What follows belongs to an exercise in optimizing a design on an open flow for small area and a short achievable clock period; a production flow would make more cautious choices.
At most, simulation tests tie the RTL to the original design; equivalence was not proved.
No functional check of the RTL was part of runs 2 to 6.
Power is estimated from default activity; no workload was simulated.

## flow/design.v (module list and top-level ports; edited modules follow where they fit)
// module adder_tree_25: 1707 lines
module adder_tree_25 (
    input  logic         clk,
    input  logic         rst,
    input  logic         in_valid,
    input  logic [399:0] in_data,
    output logic         res_valid,
    output logic [15:0]  res
);
  // ...
==> flow/flow/run.sh <==
#!/bin/bash
# Own layout flow: the standard flow (standard.sh) with two changes.
#  1. After the standard synthesis, fapol.py re-chooses the polarity of the
#     full-adder cells so that the inverters extract_fa leaves around them go;
#     a Yosys equivalence proof against the standard netlist must pass, else
#     the standard netlist is kept.
#  2. Port buffers are sky130_fd_sc_hd__buf_1 (every port still gets one).
# Each tool writes its full output to a log file of its own in this folder.
set -uo pipefail
export BUFFER_PORTS_ARGS="-buffer_cell sky130_fd_sc_hd__buf_1"
HERE=$(pwd)
bash standard.sh synth > synth.log 2>&1 || exit 1
NET=$HERE/orfs/results/sky130hd/adder_tree_25/base/1_2_yosys.v
cp "$NET" "$HERE/netlist_standard.v"
if python3 "$HERE/flow/fapol.py" "$HERE/netlist_standard.v" "$HERE/netlist_fapol.v" > fapol.log 2>&1; then
  cat > equiv.ys <<EOT
read_liberty -ignore_miss_func $FLOW_HOME/platforms/sky130hd/lib/sky130_fd_sc_hd__tt_025C_1v80.lib
read_verilog $HERE/netlist_standard.v
rename $FLOW_TOP gold
read_verilog $HERE/netlist_fapol.v
rename $FLOW_TOP gate
setattr -mod -unset top gold gate
flatten gold gate
rename -hide gold/w:_* gate/w:_*
equiv_make gold gate eq
hierarchy -top eq
equiv_simple -seq 0
equiv_induct
equiv_status -assert
EOT
  if yosys -s equiv.ys > equiv.log 2>&1; then
    cp "$HERE/netlist_fapol.v" "$NET"
    touch "$NET"
    echo "fapol netlist used" >> fapol.log
  else
    echo "equivalence failed: standard netlist kept" >> fapol.log
  fi
fi
bash standard.sh finish > finish.log 2>&1
==> flow/flow/fapol.py <==
#!/usr/bin/env python3
"""Choose the polarity of every full-adder cell in a mapped sky130 netlist so
that as few inverters as possible remain.

A full adder is self-dual: FA(~a, ~b, ~c) = (~cout, ~sum).  Yosys's extract_fa
often builds full adders with all inputs and outputs inverted, which leaves an
inverter on many full-adder pins.  This pass removes every inverter, picks for
each full adder whether it computes the true or the complemented function, and
then puts back one inverter per net that some pin needs in the other polarity.

usage: fapol.py IN.v OUT.v
The netlist must be flat, with one module and no assign statements; if it is
not, the input is copied unchanged.
"""
import re
import sys
import random
import shutil

OUT_PINS = {"X", "Y", "Q", "Q_N", "SUM", "COUT", "HI", "LO"}
INV_RE = re.compile(r"^sky130_fd_sc_hd__(inv|clkinv)_\d+$")
FA_RE = re.compile(r"^sky130_fd_sc_hd__fa_\d+$")
INST_RE = re.compile(r"^\s*(sky130_fd_sc_hd__\w+)\s+(\\\S+|\w+)\s*\((.*?)\);\s*$", re.S | re.M)
PIN_RE = re.compile(r"\.(\w+)\(\s*([^()]*?)\s*\)")


def main():
    src, dst = sys.argv[1], sys.argv[2]
    text = open(src).read()
    if re.search(r"^\s*assign\s", text, re.M) or text.count("endmodule") != 1:
        print("fapol: netlist has assigns or several modules; left unchanged")
        shutil.copy(src, dst)
        return
    insts = []
    for m in INST_RE.finditer(text):
        pins = dict(PIN_RE.findall(m.group(3)))
        insts.append({"type": m.group(1), "name": m.group(2), "pins": pins,
                      "span": m.span()})
    # ports
    outports = set()
    for m in re.finditer(r"^\s*output\s+(\[(\d+):(\d+)\]\s*)?(\S+)\s*;", text, re.M):
        name = m.group(4)
        if m.group(1):
            hi, lo = int(m.group(2)), int(m.group(3))
            for i in range(min(hi, lo), max(hi, lo) + 1):
                outports.add(f"{name}[{i}]")
        else:
            outports.add(name)
    driver = {}
    for idx, ins in enumerate(insts):
        for p, n in ins["pins"].items():
            if p in OUT_PINS and n:
                driver[n] = (idx, p)
    # inverters that may go: output not a port
    removable = set()
    for idx, ins in enumerate(insts):
        if INV_RE.match(ins["type"]) and ins["pins"].get("Y") not in outports:
            removable.add(idx)

    def resolve(net):
        pol = 0
        seen = 0
        while net in driver and driver[net][0] in removable:
            net = insts[driver[net][0]]["pins"]["A"]
            pol ^= 1
            seen += 1
            if seen > 1000:
                raise SystemExit("inverter loop")
        return net, pol

    fas = [i for i, ins in enumerate(insts) if FA_RE.match(ins["type"])]
    fa_index = {i: k for k, i in enumerate(fas)}
    # consumers: (inst, pin, root, pol) for every non-removable instance input
    consumers = []
    for idx, ins in enumerate(insts):
        if idx in removable:
            continue
        for p, n in ins["pins"].items():
            if p in OUT_PINS or not n:
                continue
            if re.match(r"^\d+'[bh]", n):
                continue
            r, pol = resolve(n)
            consumers.append((idx, p, r, pol))
    # output ports driven through removable inverters would lose their
    # driver; there are none by construction (their inverter is kept)
    # root owner: FA output roots flip with their FA
    root_fa = {}
    for i in fas:
        for p in ("SUM", "COUT"):
            n = insts[i]["pins"].get(p)
            if n:
                root_fa[n] = fa_index[i]
    flip = [0] * len(fas)
    # per root: list of consumer ids
    by_root = {}
    for cid, (idx, p, r, pol) in enumerate(consumers):
        by_root.setdefault(r, []).append(cid)
    fa_cons = {}  # fa k -> consumer ids on its inputs
    for cid, (idx, p, r, pol) in enumerate(consumers):
        if idx in fa_index:
            fa_cons.setdefault(fa_index[idx], []).append(cid)

    def need(cid):
        # polarity (relative to the root's logical value) the pin must see
        idx, p, r, pol = consumers[cid]
        if idx in fa_index and flip[fa_index[idx]]:
            pol ^= 1
        return pol

    def phys(r):
        k = root_fa.get(r)
        return flip[k] if k is not None else 0

    def root_cost(r):
        ph = phys(r)
        return 1 if any(need(c) != ph for c in by_root.get(r, [])) else 0

    def roots_of_fa(k):
        i = fas[k]
        rs = set()
        for p in ("SUM", "COUT"):
            n = insts[i]["pins"].get(p)
            if n:
                rs.add(n)
        for c in fa_cons.get(k, []):
            rs.add(consumers[c][2])
        return rs

    total = sum(root_cost(r) for r in by_root)
    start = sum(1 for i in removable)
    improved = True
    rounds = 0
    while improved and rounds < 50:
        improved = False
        rounds += 1
        for k in range(len(fas)):
            rs = roots_of_fa(k)
            before = sum(root_cost(r) for r in rs)
            flip[k] ^= 1
            after = sum(root_cost(r) for r in rs)
            if after < before:
                total += after - before
                improved = True
            else:
                flip[k] ^= 1
    # rewrite
    inv_net = {}
    new_insts = []
    for r in sorted(by_root):
        if root_cost(r):
            nn = f"_fapol_n{len(inv_net)}_"
            inv_net[r] = nn
            new_insts.append((nn, r))
    conn = {}
    for cid, (idx, p, r, pol) in enumerate(consumers):
        conn[(idx, p)] = r if need(cid) == phys(r) else inv_net[r]
    out = []
    pos = 0
    for idx, ins in enumerate(insts):
        a, b = ins["span"]
        out.append(text[pos:a])
        pos = b
        if idx in removable:
            continue
        pins = dict(ins["pins"])
        if idx in fa_index and flip[fa_index[idx]]:
            pass  # outputs keep their nets, which now carry the complement
        for p in pins:
            if (idx, p) in conn:
                pins[p] = conn[(idx, p)]
        body = ",\n".join(f"    .{p}({n}{' ' if n.startswith(chr(92)) else ''})" for p, n in pins.items())
        out.append(f"  {ins['type']} {ins['name']} (\n{body}\n  );")
    tail = text[pos:]
    k = tail.rfind("endmodule")
    decl = "".join(f"  wire {nn};\n" for nn, r in new_insts)
    cells = "".join(f"  sky130_fd_sc_hd__inv_1 {nn}inv (\n    .A({r}{' ' if r.startswith(chr(92)) else ''}),\n    .Y({nn})\n  );\n"
                    for nn, r in new_insts)
    out.append(tail[:k] + decl + cells + tail[k:])
    res = "".join(out)
    # the new wires must be declared before use for some readers: move decls up
    mod = re.search(r"^\s*module\s.*?;\s*$", res, re.M | re.S)
    res = res.replace(decl, "", 1)
    res = res[:mod.end()] + "\n" + decl + res[mod.end():]
    open(dst, "w").write(res)
    print(f"fapol: {len(fas)} full adders, {sum(flip)} flipped, inverters {start} -> {len(new_insts)}")


if __name__ == "__main__":
    main()
==> flow/standard.sh <==
#!/bin/bash
# synth_recipe.tcl (not shown) runs the flow's synth.tcl, then flattens the netlist and writes it again
# the make line also repeats each setting of config.mk as NAME=value (left out here)
make -C /OpenROAD-flow-scripts/flow DESIGN_CONFIG=/design/flow/config.mk WORK_HOME=/design/flow/orfs CLKGATE_MAP_FILE= SYNTH_SCRIPT=/design/flow/synth_recipe.tcl "${@:-finish}"
==> flow/config.mk <==
export PLATFORM = sky130hd
export DESIGN_NAME = adder_tree_25
export DESIGN_NICKNAME = adder_tree_25
export VERILOG_FILES = /design/flow/design.v
export SDC_FILE = /design/flow/constraint.sdc
export NUM_CORES = 4
export LEC_CHECK = 0
export CAP_MARGIN = 20
export CORE_MARGIN = 2
export CORE_UTILIZATION = 40
export CTS_BUF_LIST = sky130_fd_sc_hd__clkbuf_8
export CTS_CLUSTER_DIAMETER = 50
export CTS_CLUSTER_SIZE = 14
export SETUP_SLACK_MARGIN = 1.2
export SLEW_MARGIN = 20
==> flow/constraint.sdc <==
create_clock -name core_clock -period 3.0 [get_ports {clk}]
set_input_delay 0.6000 -clock core_clock [delete_from_list [all_inputs] [get_ports {clk}]]
set_output_delay 0.6000 -clock core_clock [all_outputs]
set_load 0.01 [all_outputs]
==> run summary, run 1 <==
status no timing/DRC/antenna violations; multi-input logic cell count 452; non-clk buf share 0.1140; Largest register FFs 16; Critical R2R Launch p1_c3_2; Die Wd between 150 and 200 um; Initial Utilization 0.4071; CP peak stage delay 580 ps; worst min path class flip-flop to flip-flop; met1 usage 0.2000; CP Launch Point p1_c3_2; Pint 8.190 mW; Multi-input gate area 8044 um^2; CP cell instances fa_2 > fa_2 > fa_2; critical path class flip-flop to flip-flop; Worst-Margin Slew 764.9 ps; fin. max-slew vios 0; drt total wl between 20,000 and 25,000 um; metal3 WL roughly 1300 um; final HPWL from detailed placement 21,380 um; Die H about 170 um; Clk power approximately 1.9 mW; CP most frequent cell fa_2; largest net degree at the start of global routing 23; via-per-instance ratio 4.309; Reg area between 4000 and 5000 um^2; Gates resized, CTS repair 38; Port Buffers 419; WHS Endpoint lo_q[1]; CP Depth 3; # DRC 0; sequential cell count around 200; layout cells sized above 1 0.2317; # diodes 0; M2 GR Usage 0.3002; delay-heaviest family, CP adder cells; clk cell area share 0.03018; worst reg-to-reg path cell count 3
==> run 2: changes to the inputs <==
--- a/flow/design.v
+++ b/flow/design.v
@@ -836,18 +836,16 @@
     wire s691;
     wire c692;
     wire s693;
     wire c694;
     wire s695;
     wire c696;
     wire s697;
     logic [15:0] row_a, row_b;
-    logic [10:0] lo_sum, lo_q;
-    logic [5:0] hi_a_q, hi_b_q;
     logic [15:0] sum;
     assign s1 = in_data[0] ^ in_data[16] ^ in_data[32];
     assign c2 = (in_data[0] & in_data[16]) | (in_data[0] & in_data[32]) | (in_data[16] & in_data[32]);
     assign s3 = in_data[48] ^ in_data[64] ^ in_data[80];
     assign c4 = (in_data[48] & in_data[64]) | (in_data[48] & in_data[80]) | (in_data[64] & in_data[80]);
     assign s5 = in_data[96] ^ in_data[112] ^ in_data[128];
     assign c6 = (in_data[96] & in_data[112]) | (in_data[96] & in_data[128]) | (in_data[112] & in_data[128]);
     assign s7 = in_data[144] ^ in_data[160] ^ in_data[176];
@@ -1516,18 +1514,17 @@
     assign c692 = (p2_c12_0 & p2_c12_1) | (p2_c12_0 & p2_c12_2) | (p2_c12_1 & p2_c12_2);
     assign s693 = p2_c13_0 ^ p2_c13_1 ^ p2_c13_2;
     assign c694 = (p2_c13_0 & p2_c13_1) | (p2_c13_0 & p2_c13_2) | (p2_c13_1 & p2_c13_2);
     assign s695 = p2_c14_0 ^ p2_c14_1 ^ p2_c14_2;
     assign c696 = (p2_c14_0 & p2_c14_1) | (p2_c14_0 & p2_c14_2) | (p2_c14_1 & p2_c14_2);
     assign s697 = p2_c15_0 ^ p2_c15_1 ^ p2_c15_2;
     assign row_a = {c696, c694, c692, c690, c688, c686, c684, c682, c680, c678, c676, s675, p2_c3_0, p2_c2_0, p2_c1_0, p2_c0_0};
     assign row_b = {s697, s695, s693, s691, s689, s687, s685, s683, s681, s679, s677, 1'b0, p2_c3_1, 1'b0, 1'b0, 1'b0};
-    assign lo_sum = {1'b0, row_a[9:0]} + {1'b0, row_b[9:0]};
-    assign sum = {hi_a_q + hi_b_q + {5'd0, lo_q[10]}, lo_q[9:0]};
+    assign sum = row_a + row_b;
     always_ff @(posedge clk) begin
         p1_c0_0 <= s413;
         p1_c1_0 <= s271;
         p1_c1_1 <= c414;
         p1_c1_2 <= s415;
         p1_c1_3 <= s417;
         p1_c1_4 <= s419;
         p1_c2_0 <= c416;
@@ -1677,32 +1674,29 @@
         p2_c13_1 <= c668;
         p2_c13_2 <= s669;
         p2_c14_0 <= s641;
         p2_c14_1 <= c670;
         p2_c14_2 <= s671;
         p2_c15_0 <= s645;
         p2_c15_1 <= c672;
         p2_c15_2 <= s673;
-        lo_q <= lo_sum;
-        hi_a_q <= row_a[15:10];
-        hi_b_q <= row_b[15:10];
     end
-    logic [2:0] vpipe;
+    logic [1:0] vpipe;
     always_ff @(posedge clk) begin
         if (!rst) begin
             vpipe <= '0;
         end else begin
-            vpipe <= {vpipe[1:0], in_valid};
+            vpipe <= {vpipe[0:0], in_valid};
         end
     end
     always_ff @(posedge clk) begin
         if (!rst) begin
             res_valid <= 1'b0;
             res       <= '0;
         end else begin
-            res_valid <= vpipe[2];
-            if (vpipe[2]) begin
+            res_valid <= vpipe[1];
+            if (vpipe[1]) begin
                 res <= sum;
             end
         end
     end
 endmodule
==> flow/config.mk (replaced) <==
export PLATFORM = sky130hd
export DESIGN_NAME = adder_tree_25
export DESIGN_NICKNAME = adder_tree_25
export VERILOG_FILES = /design/flow/design.v
export SDC_FILE = /design/flow/constraint.sdc
export NUM_CORES = 4
export LEC_CHECK = 0
export CAP_MARGIN = 20
export CORE_MARGIN = 2
export CORE_UTILIZATION = 40
export SLEW_MARGIN = 20
==> run 2 against run 1 <==
  * Area after synthesis decreased by 3.2%
  * Critical path depth increased by 4
  * Register-to-register slack got worse by 510 ps
  * Combinational power increased by 15%
  * Global-route usage increased by 0.054 points
  * Total power increased by 5.6%
  * Critical path type unchanged
  * Largest power group unchanged
==> run summary, run 2 <==
status no timing/DRC/antenna violations; Post-Syn Area 11,310 um^2; all-layer global routing usage 0.1626; worst vdd ir 0.5331 mV; commonest non-fill, non-tap cell in the layout buf_1; slew margin rel. 0.7389; Antenna Nets Post-Route 0; H-Tree Depth 4; Hold Crit Depth 0; worst reg-to-reg path cell count 7 (+4); final setup vio count 0; initial antenna violation count 0; post-layout min period roughly 2500 ps; reg-to-reg slack, setup 540 ps; Placed Instance Area roughly 13,000 um^2; commonest cells after routing, fill and taps aside buf_1 (419), fa_1 (326), dfxtp_1 (177), xnor2_1 (44), clkbuf_16 (17); crit path DAT 2750 ps; critical path class flip-flop to flip-flop; CTS Hold Buffers Added 0; CP endpoint kind flip-flop; register name with the most flops res; fin. max-slew vios 0 (unchanged); grt total ovfl 0; Largest regs res x16, vpipe x2; via-per-instance ratio 4.331 (+0.50%); syn_area_per_cell 17.11 um^2; Site Rows 61; layout cells sized above 1 0.03420 (-0.1975); cells after synthesis 661; pre-CTS setup slack 511.1 ps; clock-pin slew on the worst setup and hold paths 60 ps; Core Box Area roughly 28,000 um^2; Port Buffers 419 (unchanged); Worst-Margin Slew 388.1 ps (-376.8 ps); postcts setup bufs 0; Max Buffers Root-to-Sink 2; maximum achievable frequency 406.8 MHz; Num CTS Buffers 17; worst min path class flip-flop to flip-flop; Leak roughly 5 nW; Via Count between 6,000 and 7,000; wire per inst approximately 15 um; drt total wl 22,860 um (-2.5%); Critical R2R Launch p2_c8_0; CTS tree yes; setup ws final around 540 ps; final core occ 0.5023; Pwr Density 972.4 nW/um^2; CP peak stage delay 470 ps (-110 ps); Finished Layout Cells between 1,000 and 1,500; RSZ-0062 raised after global routing false; WHS Endpoint p2_c0_0; synth warn 1; Die H 172.1 um (-1.6%); Post-Route Skew 11.35 ps; Gates resized, CTS repair 0 (-100%); vias in the first global route 7,527; Largest register FFs 16 (unchanged); Initial Utilization 0.4070 (about the same); Die Wd 172.1 um (-1.6%); IO Pins 420; total negative slack 0 ps; largest net degree at the start of global routing 18 (-22%); 1st-pass router iterations 4; critical path required time 3290 ps; GP Congestion 0.8281; final HPWL from detailed placement 21,270 um (-0.53%); placed instance count 1,457; CP cell instances fa_1 > ha_1 > and3_1 > a221oi_2 > o21ai_1 > a2111oi_2 > a211oi_1; # diodes 0 (unchanged); Die ar. 29,630 um^2; first-pass GRT wire length 36,050 um; crit path launch type flip-flop; Area growth syn-to-layout 23.40%; worst r2r dst res[15]; initial DRC count 139; Post-Synthesis Net Count roughly 1,400; hold path start p1_c0_0; Fin. Hold Viols 0; maxcap violations 0; crit-path max FO 6; Sink Count 177; Crit-path slowest cell fa_1; Clk Latency, worst-skew pair 420 ps; clk root buf clkbuf_16; final net count roughly 1,800; Post-Layout Inst Area 13,950 um^2; Tcrit/Tclk final 0.8194; # DRC 0 (unchanged)
[run 2: where the power goes]
part           switching (mW)  internal, mW  total [mW]
logic                    3.78          3.48        7.26
registers               0.560          3.54        4.10
clock network           0.938          1.27        2.21
total                    5.28          8.29        13.6
[run 2: through the flow]
step                hold WS, ps  power [mW]
global route              358.2       15.24
floorplan                 309.6       9.325
CTS                       359.4       14.03
global placement          358.8       11.63
finish                    354.6       13.57
detailed placement        330.4       11.70
[run 2: cell type report]
| cell class | instances | area, um^2 |
|---|---|---|
| timing repair buffer | 421 | 1588 |
| inverter | 14 | 52.55 |
| sequential | 177 | 3543 |
| tap | 378 | 473.0 |
| clock buffer | 20 | 446.7 |
| multi-input combinational | 467 | 7699 |
| fill | 2468 | 13830 |
| clock inverter | 12 | 151.4 |
[run 2: how the worst max path moves through the flow]
stage	cells past startpoint	slack, ps	startpoint	to
2_1_floorplan	7	670	p2_c5_0	res[12]
3_3_place_gp	4	510	in_data[108]	p1_c12_7
3_5_place_dp	4	510	in_data[252]	p1_c12_7
4_1_cts	7	510	p2_c8_0	res[15]
5_1_grt	7	390	p2_c8_0	res[15]
6_report	7	540	p2_c8_0	res[15]
[run 2: critical path, delay by kind of cell, from the launching register on]
family / cells / cell delay (ps)
fa+ha+maj: 2 / 840
flops: 1 / 320
simple gates: 1 / 240
compound gates: 4 / 930
[run 2: layer usage]
layer,global-route usage,share of wire,wire length [um]
met1,0.2063,0.40,9037
met2,0.2848,0.54,12310
met3,0.03525,0.052,1181
met4,0.04056,0.015,333
met5,0,0,0
==> run 3: changes to the inputs <==
--- a/flow/config.mk
+++ b/flow/config.mk
@@ -7,2 +7,3 @@
 export LEC_CHECK = 0
+export ABC_CLOCK_PERIOD_IN_PS = 1000
 export CAP_MARGIN = 20
==> run 3 against run 2 <==
  * Utilization is the same
  * Area after synthesis unchanged
  * Critical path depth is the same
  * Total power did not move
  * Critical path type unchanged
  * Critical endpoint unchanged
  * Largest cell class unchanged
  * Largest power group unchanged
==> run summary, run 3 <==
Port Buffers 419 (unchanged); cells after synthesis 661 (unchanged); Gates resized, CTS repair 0 (unchanged); placed instance count 1,457 (unchanged); post-layout min period 2458 ps (unchanged); Fin. Hold Viols 0 (unchanged); clk root buf clkbuf_16; Critical Path Sink res[15]; initial antenna violation count 0 (unchanged); Multi-input gate area 7699 um^2 (unchanged); Antenna Nets Post-Route 0 (unchanged); critical path class flip-flop to flip-flop; Critical R2R Launch p2_c8_0; grt total ovfl 0 (unchanged); Initial Utilization 0.4070 (unchanged); CP endpoint kind flip-flop; WHS 354.6 ps (unchanged); Num CTS Buffers 17 (unchanged); fin. max-slew vios 0 (unchanged); Sink Count 177 (unchanged); Crit-path slowest cell fa_1; synth warn 1 (unchanged); slew margin rel. 0.7389 (unchanged); final net count 1,839 (unchanged); largest net degree at the start of global routing 18 (unchanged); 1st-pass router iterations 4 (unchanged); Post-Syn Area 11,310 um^2 (unchanged); Leak 5.135 nW (unchanged); wire per inst 15.35 um (unchanged); CP Launch Point p2_c8_0; Site Rows 61 (unchanged); register name with the most flops res; reg-to-reg slack, setup 540 ps (about the same); initial DRC count 139 (unchanged); syn_area_per_cell 17.11 um^2 (unchanged); layout cells sized above 1 0.03420 (unchanged); Reg area 3543 um^2 (unchanged); CP peak stage delay 470 ps (about the same); postcts setup bufs 0 (unchanged); Largest register FFs 16 (unchanged); status no timing/DRC/antenna violations; Clk Latency, worst-skew pair 420 ps (about the same); worst r2r dst res[15]; total negative slack 0 ps (unchanged); Largest regs res x16, vpipe x2; all-layer global routing usage 0.1626 (unchanged); CP cell instances fa_1 > ha_1 > and3_1 > a221oi_2 > o21ai_1 > a2111oi_2 > a211oi_1; maxcap violations 0 (unchanged); fillcell total 2,468 (unchanged); Post-Synthesis Net Count 1,402 (unchanged); Tcrit/Tclk final 0.8194 (unchanged); IO Pins 420 (unchanged); commonest non-fill, non-tap cell in the layout buf_1; CTS tree yes; worst min path class flip-flop to flip-flop; commonest cells after routing, fill and taps aside buf_1 (419), fa_1 (326), dfxtp_1 (177), xnor2_1 (44), clkbuf_16 (17); # DRC 0 (unchanged); Via Count 6,449 (unchanged); clock-pin slew on the worst setup and hold paths 60 ps (about the same); crit-path max FO 6 (unchanged); Die ar. 29,630 um^2 (unchanged); maximum achievable frequency 406.8 MHz (unchanged); worst vdd ir 0.5331 mV (unchanged); first-pass GRT wire length 36,050 um (unchanged); Die Wd 172.1 um (unchanged); RSZ-0062 raised after global routing false; H-Tree Depth 4 (unchanged); final HPWL from detailed placement 21,270 um (unchanged); vias in the first global route 7,527 (unchanged); GP Congestion 0.8281 (unchanged); CTS Hold Buffers Added 0 (unchanged); Worst-Margin Slew 388.1 ps (unchanged); final setup vio count 0 (unchanged); Pwr Density 972.4 nW/um^2 (unchanged); crit path launch type flip-flop; Area growth syn-to-layout 23.40% (unchanged); Max Buffers Root-to-Sink 2 (unchanged); Tot Pwr 13.57 mW (unchanged); via-per-instance ratio 4.331 (unchanged); crit path DAT 2750 ps (about the same); drt total wl 22,860 um (unchanged); critical path required time 3290 ps (about the same); Post-Route Skew 11.35 ps (unchanged); Core Box Area 27,780 um^2 (unchanged); Finished Layout Cells 1,489 (unchanged); worst reg-to-reg path cell count 7 (unchanged); Die H 172.1 um (unchanged); # diodes 0 (unchanged)
-- run 3: stage by stage --
| stage | util | area, um^2 | setup WS, ps |
|---|---|---|---|
| global route | 0.5023 | 13950 | 385.7 |
| CTS | 0.5023 | 13950 | 513.5 |
| finish | 0.5023 | 13950 | 541.8 |
| floorplan | - | 11310 | 673.5 |
| global placement | 0.4807 | 13360 | 509.0 |
| detailed placement | 0.4807 | 13360 | 511.1 |
-- run 3: routing by layer --
metal / part of all wire / track usage / wire length, um
met5: 0 / 0 / 0
met4: 0.015 / 0.04056 / 333
met3: 0.052 / 0.03525 / 1181
met2: 0.54 / 0.2848 / 12310
met1: 0.40 / 0.2063 / 9037
-- run 3: layout make-up --
cell class	instances	share of cell area
Clock buffer	20	0.03201
Clock inverter	12	0.01085
Inverter	14	0.003766
Multi-Input combinational cell	467	0.5517
Sequential cell	177	0.2539
Tap cell	378	0.03390
Timing Repair Buffer	421	0.1138
-- run 3: worst min-delay path by stage --
stage | slack, ps | depth (start not counted) | to | start
global route | 360 | 0 | p2_c0_0 | p1_c0_0
finish | 350 | 0 | p2_c0_0 | p1_c0_0
detailed placement | 330 | 0 | p2_c0_0 | p1_c0_0
floorplan | 310 | 0 | p2_c0_0 | p1_c0_0
global placement | 360 | 0 | p2_c0_0 | p1_c0_0
CTS | 360 | 0 | p2_c0_0 | p1_c0_0
-- run 3: power by group --
part | switching, mW | leakage, nW | internal (mW) | total (mW)
Combinational | 3.78 | 3.36 | 3.48 | 7.26
Clock | 0.938 | 0.286 | 1.27 | 2.21
Sequential | 0.560 | 1.49 | 3.54 | 4.10
Total | 5.28 | 5.14 | 8.29 | 13.6
-- run 3: worst max-delay path: cells and delay by family (launching register included) --
| kind | cells | cell delay [ps] |
|---|---|---|
| AND/OR/NAND/NOR | 1 | 240 |
| flip-flops | 1 | 320 |
| adder cells (fa/ha/maj) | 2 | 840 |
| AO/OA/AOI/OAI | 4 | 930 |
==> run 4: changes to the inputs <==
--- a/flow/config.mk
+++ b/flow/config.mk
@@ -10,3 +10,3 @@
 export CORE_MARGIN = 2
-export CORE_UTILIZATION = 40
+export CORE_UTILIZATION = 60
 export SLEW_MARGIN = 20
==> run 4 against run 3 <==
  * Utilization grew 24 points
  * Register-to-register slack hardly changed
  * Critical endpoint unchanged
  * Clock power hardly changed
  * Critical path type unchanged
  * Routed wire length rose by 2.6%
  * Design area is 1.4% lower
  * Total power increased by 1.7%
  * Fmax fell by 0.25%
==> run summary, run 4 <==
Tot Pwr 13.80 mW (+1.7%); crit path launch type flip-flop; Largest register FFs 16 (unchanged); IO Pins 420 (unchanged); Largest regs res x16, vpipe x2; RSZ-0062 raised after global routing false; synth warn 1 (unchanged); Crit-path slowest cell fa_1; # DRC 0 (unchanged); slew margin rel. 0.6057 (-0.1332); commonest non-fill, non-tap cell in the layout buf_1; Post-Synthesis Net Count 1,402 (unchanged); layout cells sized above 1 0.03333 (-0.0008701); Sink Count 177 (unchanged); WHS 337.2 ps (-17.40 ps); 1st-pass router iterations 4 (unchanged); placed instance count 1,312 (-10%); maxcap violations 0 (unchanged); CP peak stage delay 490 ps (+20 ps); clk root buf clkbuf_16; CP endpoint kind flip-flop; fin. max-slew vios 0 (unchanged); Post-Syn Area 11,310 um^2 (unchanged); H-Tree Depth 4 (unchanged); final net count 1,838 (-0.054%); syn_area_per_cell 17.11 um^2 (unchanged); vias in the first global route 7,647 (+1.6%); drt total wl 23,460 um (+2.6%); initial DRC count 159 (+14%); status no timing/DRC/antenna violations; largest net degree at the start of global routing 18 (unchanged); Finished Layout Cells 1,344 (-9.7%); crit-path max FO 6 (unchanged); Port Buffers 419 (unchanged); Area growth syn-to-layout 21.70%; wire per inst 17.45 um (+14%); final HPWL from detailed placement 21,030 um (-1.1%); Antenna Nets Post-Route 0 (unchanged); Die Wd 141.3 um (-18%); Crit path buffers/inverters 0 (unchanged); Max Buffers Root-to-Sink 2 (unchanged); CTS tree yes; delay-heaviest family, CP compound AO/OA/AOI/OAI gates; clock-pin slew on the worst setup and hold paths 60 ps (about the same); cells after synthesis 661 (unchanged); first-pass GRT wire length 36,920 um (+2.4%); all-layer global routing usage 0.2509 (+0.08831); postcts setup bufs 0 (unchanged); Via Count 6,507 (+0.90%); critical path required time 3290 ps (about the same); register name with the most flops res; fillcell total 1,258 (-49%); Die H 141.3 um (-18%); worst vdd ir 0.6347 mV (+19%); via-per-instance ratio 4.842 (+12%); Num CTS Buffers 17 (unchanged); Gates resized, CTS repair 0 (unchanged); Core Box Area 18,580 um^2 (-33%); post-layout min period 2464 ps (+6.090 ps); Leak 5.132 nW (about the same); GP Congestion 0.8557 (+3.3%); initial antenna violation count 0 (unchanged); hold path start p1_c0_0; Site Rows 50 (-18%); CP cell instances fa_1 > ha_1 > and3_1 > a221oi_2 > o21ai_1 > a2111oi_2 > a211oi_1; Pwr Density 1003 nW/um^2 (+3.1%); # diodes 0 (unchanged); maximum achievable frequency 405.8 MHz (-0.25%); CTS Hold Buffers Added 0 (unchanged); crit path DAT 2760 ps (about the same); final setup vio count 0 (unchanged); CP Launch Point p2_c8_0; Die ar. 19,960 um^2 (-33%); worst min path class flip-flop to flip-flop; Fin. Hold Viols 0 (unchanged); Worst-Margin Slew 591.5 ps (+203.4 ps); commonest cells after routing, fill and taps aside buf_1 (419), fa_1 (326), dfxtp_1 (177), xnor2_1 (44), clkbuf_16 (17); total negative slack 0 ps (unchanged); Critical R2R Launch p2_c8_0; Clk Latency, worst-skew pair 420 ps (about the same); Post-Route Skew 7.961 ps (-3.390 ps); critical path class flip-flop to flip-flop; Initial Utilization 0.6086 (+0.2016); Tcrit/Tclk final 0.8214 (+0.002030); grt total ovfl 0 (unchanged); reg-to-reg slack, setup 540 ps (about the same)
run 4: path summary, 6_finish.rpt:
| kind | cells after the start | end |
|---|---|---|
| max reg2reg | 7 | res[15] |
| min | 0 | p2_c0_0 |
| min reg2reg | 0 | p2_c0_0 |
| max | 7 | res[15] |
run 4: layout make-up:
class / count / area [um^2] / share of cell area
tap: 234 / 292.8 / 0.02128
sequential: 177 / 3543 / 0.2575
timing repair buffer: 420 / 1580 / 0.1148
clock inverter: 13 / 160.2 / 0.01164
multi-input combinational: 467 / 7699 / 0.5595
clock buffer: 19 / 432.9 / 0.03146
inverter: 14 / 52.55 / 0.003819
run 4: report_power, final:
group / total, mW / internal (mW) / leakage, nW / switching (mW)
clock: 2.21 / 1.31 / 0.287 / 0.903
combinational: 7.48 / 3.53 / 3.36 / 3.95
sequential: 4.11 / 3.54 / 1.49 / 0.568
total: 13.8 / 8.38 / 5.13 / 5.43
run 4: per-stage QoR:
stage	setup WS [ps]	utilization	cell area (um^2)
2_1_floorplan	673.5	-	11310
6_report	535.8	0.7406	13760
3_3_place_gp	535.5	0.7087	13170
3_5_place_dp	542.4	0.7087	13170
4_1_cts	525.4	0.7406	13760
5_1_grt	362.8	0.7406	13760
run 4: metal layers:
metal / vias up / wire (um) / GRT usage
li1: 2950 / - / -
met3: 27 / 1197 / 0.05062
met1: 3293 / 9375 / 0.3307
met4: 0 / 423 / 0.06684
met5: - / 0 / 0
met2: 237 / 12460 / 0.4338
==> run 5: changes to the inputs <==
--- a/flow/config.mk
+++ b/flow/config.mk
@@ -7,6 +7,6 @@
 export LEC_CHECK = 0
-export ABC_CLOCK_PERIOD_IN_PS = 1000
 export CAP_MARGIN = 20
 export CORE_MARGIN = 2
-export CORE_UTILIZATION = 60
+export CORE_UTILIZATION = 40
+export SETUP_SLACK_MARGIN = 0.8
 export SLEW_MARGIN = 20
==> run 5 against run 4 <==
  * Still clean on timing, DRC and antenna
  * Total power is 4.5% higher
  * Worst hold slack improved by 36 ps
  * Setup slack improved by 120 ps
  * Combinational power increased by 8.4%
  * Area after synthesis did not move
  * Critical endpoint is now res[12]
  * Largest cell class unchanged
==> run summary, run 5 <==
initial DRC count 155 (-2.5%); hold path start p1_c0_0; # DRC 0 (unchanged); Die Wd 172.1 um (+22%); Post-Syn Area 11,310 um^2 (unchanged); critical path required time 3320 ps (+30 ps); clock-pin slew on the worst setup and hold paths 70 ps (about the same); Tcrit/Tclk final 0.7827 (-0.03868); Critical R2R Launch p2_c5_0; Largest register FFs 16 (unchanged); first-pass GRT wire length 37,500 um (+1.6%); Multi-input gate area 7828 um^2 (+1.7%); commonest non-fill, non-tap cell in the layout buf_1; H-Tree Depth 4 (unchanged); maximum achievable frequency 425.9 MHz (+4.9%); final HPWL from detailed placement 21,830 um (+3.8%); maxcap violations 0 (unchanged); total negative slack 0 ps (unchanged); Post-Layout Inst Area 14,120 um^2 (+2.6%); slew margin rel. 0.6512 (+0.04552); grt total ovfl 0 (unchanged); drt total wl 23,700 um (+1.0%); register name with the most flops res; crit path launch type flip-flop; fillcell total 2,470 (+96%); Sink Count 177 (unchanged); Clk Latency, worst-skew pair 430 ps (about the same); via-per-instance ratio 4.357 (-10%); Num CTS Buffers 17 (unchanged); Worst-Margin Slew 523.2 ps (-68.27 ps); largest net degree at the start of global routing 20 (+2); Fin. Hold Viols 0 (unchanged); Initial Utilization 0.4070 (-0.2016); post-layout min period 2348 ps (-116.0 ps); final core occ 0.5082 (-0.2325); initial antenna violation count 2 (+2); pre-CTS setup slack 576.9 ps (+34.51 ps); Via Count 6,514 (+0.11%); Reg area 3545 um^2 (about the same); all-layer global routing usage 0.1698 (-0.08111); Largest regs res x16, vpipe x2; Pwr Density 1021 nW/um^2 (+1.8%); IO Pins 420 (unchanged); Leak 5.177 nW (+0.89%); status no timing/DRC/antenna violations; cells after synthesis 661 (unchanged); critical path class flip-flop to flip-flop; Placed Instance Area 13,430 um^2 (+2.0%); WHS 373.1 ps (+35.97 ps); Site Rows 61 (+22%); worst min path class flip-flop to flip-flop; GP Congestion 0.8531 (-0.30%); Max Buffers Root-to-Sink 2 (unchanged); final setup vio count 0 (unchanged); vias in the first global route 7,758 (+1.5%); Port Buffers 419 (unchanged); Antenna Nets Post-Route 0 (unchanged); clk root buf clkbuf_16; CP Launch Point p2_c5_0; CP endpoint kind flip-flop; synth warn 1 (unchanged); final net count 1,843 (+0.27%); Core Box Area 27,780 um^2 (+50%); syn_area_per_cell 17.11 um^2 (unchanged); Post-Synthesis Net Count 1,402 (unchanged); setup ws final 651.8 ps (+116.0 ps); fin. max-slew vios 0 (unchanged); wire per inst 15.85 um (-9.2%); placed instance count 1,457 (+11%); commonest cells after routing, fill and taps aside buf_1 (419), fa_1 (325), dfxtp_1 (176), xnor2_1 (43), clkbuf_16 (17); crit-path max FO 3 (-3); Die ar. 29,630 um^2 (+48%); crit path DAT 2670 ps (-90 ps); Post-Route Skew 14.18 ps (+6.219 ps); RSZ-0062 raised after global routing true; Area growth syn-to-layout 24.85%; CTS tree yes; Finished Layout Cells 1,495 (+11%); CTS Hold Buffers Added 0 (unchanged); Tot Pwr 14.42 mW (+4.5%); layout cells sized above 1 0.05112 (+0.01779); worst vdd ir 0.6364 mV (+0.27%); 1st-pass router iterations 4 (unchanged); Die H 172.1 um (+22%)
[run 5: area by class of cell]
cell class / instances / share of cell area
clock buffer: 18 / 0.03111
tap: 378 / 0.03350
timing repair buffer: 425 / 0.1146
clock inverter: 14 / 0.01117
multi-input combinational: 467 / 0.5545
antenna: 2 / 0.0003545
inverter: 14 / 0.003722
sequential: 177 / 0.2511
[run 5: path summary, 6_finish.rpt]
path | slack [ps] | depth (start not counted) | end
setup / recovery | 650 | 7 | res[12]
hold / removal | 370 | 0 | p2_c0_0
setup reg to reg | 650 | 7 | res[12]
hold reg to reg | 370 | 0 | p2_c0_0
[run 5: power by group]
group / switching (mW) / internal (mW)
Combinational: 4.06 / 4.05
Clock: 1.05 / 1.15
Sequential: 0.569 / 3.54
[run 5: worst max-delay path: stages, from the launching register on]
cell and delay [ps]:
dfxtp_2 330, fa_1 570, ha_4 220, a31oi_4 210, nor4_4 80, o31a_1 290
or3_1 300, a32o_1 240
[run 5: what timing repair did]
item	4_1_cts	5_1_grt
gates cloned	0	0
setup buffers	1	3
setup endpoints to repair	4	6
pin swaps	4	2
resized for setup	2	6
endpoints found under the hold margin	0	0
[run 5: metal layers]
metal / up-vias / wire length (um) / global-route usage / part of all wire
met5: - / 0 / 0 / 0
met4: 0 / 503 / 0.05079 / 0.021
met3: 26 / 1443 / 0.03044 / 0.061
met2: 259 / 12970 / 0.3227 / 0.55
met1: 3259 / 8785 / 0.1939 / 0.37
li1: 2970 / - / - / -
==> run 6: changes to the inputs <==
--- a/flow/config.mk
+++ b/flow/config.mk
@@ -10,3 +10,3 @@
 export CORE_UTILIZATION = 40
-export SETUP_SLACK_MARGIN = 0.8
+export SETUP_SLACK_MARGIN = 1.1
 export SLEW_MARGIN = 20
==> run 6 against run 5 <==
  * Still clean
  * Worst hold slack got worse by 4.2 ps
  * Clock skew decreased by 5.9 ps
  * Sequential share of layout area decreased by 1.3 points
  * Clock power increased by 4%
  * Area after synthesis unchanged
  * Synthesized cell count unchanged
  * Design area increased by 5.5%
  * Fmax about the same
  * Total power increased by 9.2%
  * Cell count increased by 0.27%
  * Sequential power about the same
  * Critical path type unchanged
  * Critical endpoint unchanged
==> run summary, run 6 <==
status no timing/DRC/antenna violations; commonest cells after routing, fill and taps aside buf_1 (384), fa_2 (197), dfxtp_1 (171), fa_1 (129), xnor2_1 (39); Max Buffers Root-to-Sink 2 (unchanged); CP cell instances fa_1 > ha_4 > a31oi_4 > nor4_4 > o31a_1 > or3_1 > a32o_1; # diodes 0 (-2); WHS 368.9 ps (-4.244 ps); Crit-path slowest cell fa_1; drt total wl 24,190 um (+2.1%); all-layer global routing usage 0.1723 (+0.002518); Die H 172.1 um (unchanged); crit path launch type flip-flop; clk root buf clkbuf_16; final net count 1,849 (+0.33%); setup ws final 652.7 ps (+0.9530 ps); Crit path buffers/inverters 0 (unchanged); IO Pins 420 (unchanged); critical path class flip-flop to flip-flop; register name with the most flops res; Post-Route Skew 8.255 ps (-5.925 ps); worst min path class input pin to flip-flop; Area growth syn-to-layout 31.75%; Post-Synthesis Net Count 1,402 (unchanged); Port Buffers 419 (unchanged); Finished Layout Cells 1,499 (+0.27%); pre-CTS setup slack 598.4 ps (+21.45 ps); largest net degree at the start of global routing 18 (-10%); Die Wd 172.1 um (unchanged); placed instance count 1,456 (-0.069%); wire per inst 16.14 um (+1.8%); Fin. Hold Viols 0 (unchanged); Num CTS Buffers 17 (unchanged); clock-pin slew on the worst setup and hold paths 70 ps (about the same); 1st-pass router iterations 4 (unchanged); delay-heaviest family, CP adder cells; Via Count 6,530 (+0.25%); Die ar. 29,630 um^2 (unchanged); Post-Layout Inst Area 14,900 um^2 (+5.5%); vias in the first global route 7,724 (-0.44%); crit path DAT 2660 ps (about the same); commonest non-fill, non-tap cell in the layout buf_1; Leak 5.209 nW (+0.62%); slew margin rel. 0.5630 (-0.08823); final core occ 0.5362 (+0.02806); worst vdd ir 0.6958 mV (+9.3%); post-layout min period 2347 ps (-0.9530 ps); cells after synthesis 661 (unchanged); Multi-input gate area 8431 um^2 (+7.7%); layout cells sized above 1 0.2756 (+0.2245); final HPWL from detailed placement 22,120 um (+1.3%); fillcell total 2,404 (-2.7%); grt total ovfl 0 (unchanged); Tot Pwr 15.74 mW (+9.2%); Pwr Density 1057 nW/um^2 (+3.4%); Sink Count 177 (unchanged); maxcap violations 0 (unchanged); Largest register FFs 16 (unchanged); initial antenna violation count 0 (-2); Antenna Nets Post-Route 0 (unchanged); Clk Latency, worst-skew pair 430 ps (about the same); RSZ-0062 raised after global routing true; CP peak stage delay 570 ps (about the same); maximum achievable frequency 426.0 MHz (about the same); via-per-instance ratio 4.356 (about the same); Post-Syn Area 11,310 um^2 (unchanged); Reg area 3551 um^2 (+0.18%); CP endpoint kind flip-flop; Worst-Margin Slew 655.5 ps (+132.3 ps); fin. max-slew vios 0 (unchanged); CTS tree yes; # DRC 0 (unchanged); total negative slack 0 ps (unchanged); GP Congestion 0.8121 (-4.8%); Core Box Area 27,780 um^2 (unchanged); crit-path max FO 3 (unchanged); final setup vio count 0 (unchanged); first-pass GRT wire length 37,870 um (+0.99%); critical path required time 3310 ps (about the same); synth warn 1 (unchanged); initial DRC count 144 (-7.1%); syn_area_per_cell 17.11 um^2 (unchanged); Initial Utilization 0.4070 (unchanged); Placed Instance Area 13,880 um^2 (+3.4%); Site Rows 61 (unchanged); H-Tree Depth 4 (unchanged); Largest regs res x16, vpipe x2; Tcrit/Tclk final 0.7824 (about the same)
==> run 6: power by group <==
| group | switching, mW | internal, mW | total, mW |
|---|---|---|---|
| registers | 0.557 | 3.55 | 4.10 |
| logic | 4.50 | 4.86 | 9.36 |
| clock network | 0.994 | 1.29 | 2.28 |
==> run 6: per-layer routing <==
metal | vias up | GRT usage | routed length (um)
met5 | - | 0 | 0
met4 | 0 | 0.04457 | 383
met3 | 20 | 0.03456 | 1549
met2 | 274 | 0.3309 | 13560
met1 | 3259 | 0.1942 | 8705
li1 | 2977 | - | -
==> run 6: worst paths after layout <==
kind	startpoint	end	slack (ps)	cells after the start
worst max-delay path	p2_c5_0	res[12]	650	7
worst min-delay path	in_valid	vpipe[0]	370	2
worst max register to register	p2_c5_0	res[12]	650	7
worst min register to register	p1_c0_0	p2_c0_0	380	0
==> run 6: layout make-up <==
cell class | count | share of cell area
tap | 378 | 0.03175
inverter | 14 | 0.003528
timing repair buffer | 431 | 0.1193
multi-input combinational | 467 | 0.5659
clock inverter | 13 | 0.01142
sequential | 177 | 0.2384
clock buffer | 19 | 0.02973
==> run 6: worst register-to-register path, stage by stage, from the launching register on <==
cell,delay [ps]
dfxtp_2,330
fa_1,570
ha_4,220
a31oi_4,210
nor4_4,80
o31a_1,290
or3_1,310
a32o_1,240
==> run 6: what timing repair did <==
action / in CTS / in global routing
hold endpoints to repair: 0 / 0
endpoints found under the setup margin: 25 / 35
resized for setup: 21 / 76
hold buffers: 0 / 0
buffers inserted: 9 / 2
pin swaps: 35 / 80
gates cloned: 0 / 0

static timing again, ports no longer ideal:
The results above use ideal ports. As a check the final layouts listed here were re-extracted and re-timed, cells and wires unchanged.
Step 1 assumes that a clkbuf_16 drives the clock port and a buf_2 every other input.
Step 2, shift: input delay + t, output delay - t, t = (earliest + latest rising clock arrival at the registers) / 2. This alone moves slack from input paths to output paths.
a / b / c = no drivers / after step 1 / after step 2; a / b = the first two.
run	t, ns	slack for setup (ns)	hold slack, ns
run 1	0.565	1.056 / 1.056 / 0.605	0.325 / 0.315 / 0.325
run 2	0.468	0.542 / 0.542 / 0.510	0.355 / 0.355 / 0.355
run 3	0.468	0.542 / 0.542 / 0.510	0.355 / 0.355 / 0.355
run 4	0.468	0.536 / 0.536 / 0.536	0.337 / 0.337 / 0.337
run 5	0.472	0.652 / 0.652 / 0.584	0.373 / 0.373 / 0.373
run 6	0.470	0.653 / 0.653 / 0.610	0.369 / 0.343 / 0.377
After both steps every run listed still meets setup and hold. For run 1, which loses most, drivers alone change the setup slack by 0.000 ns; drivers and shift together by -0.451 ns.
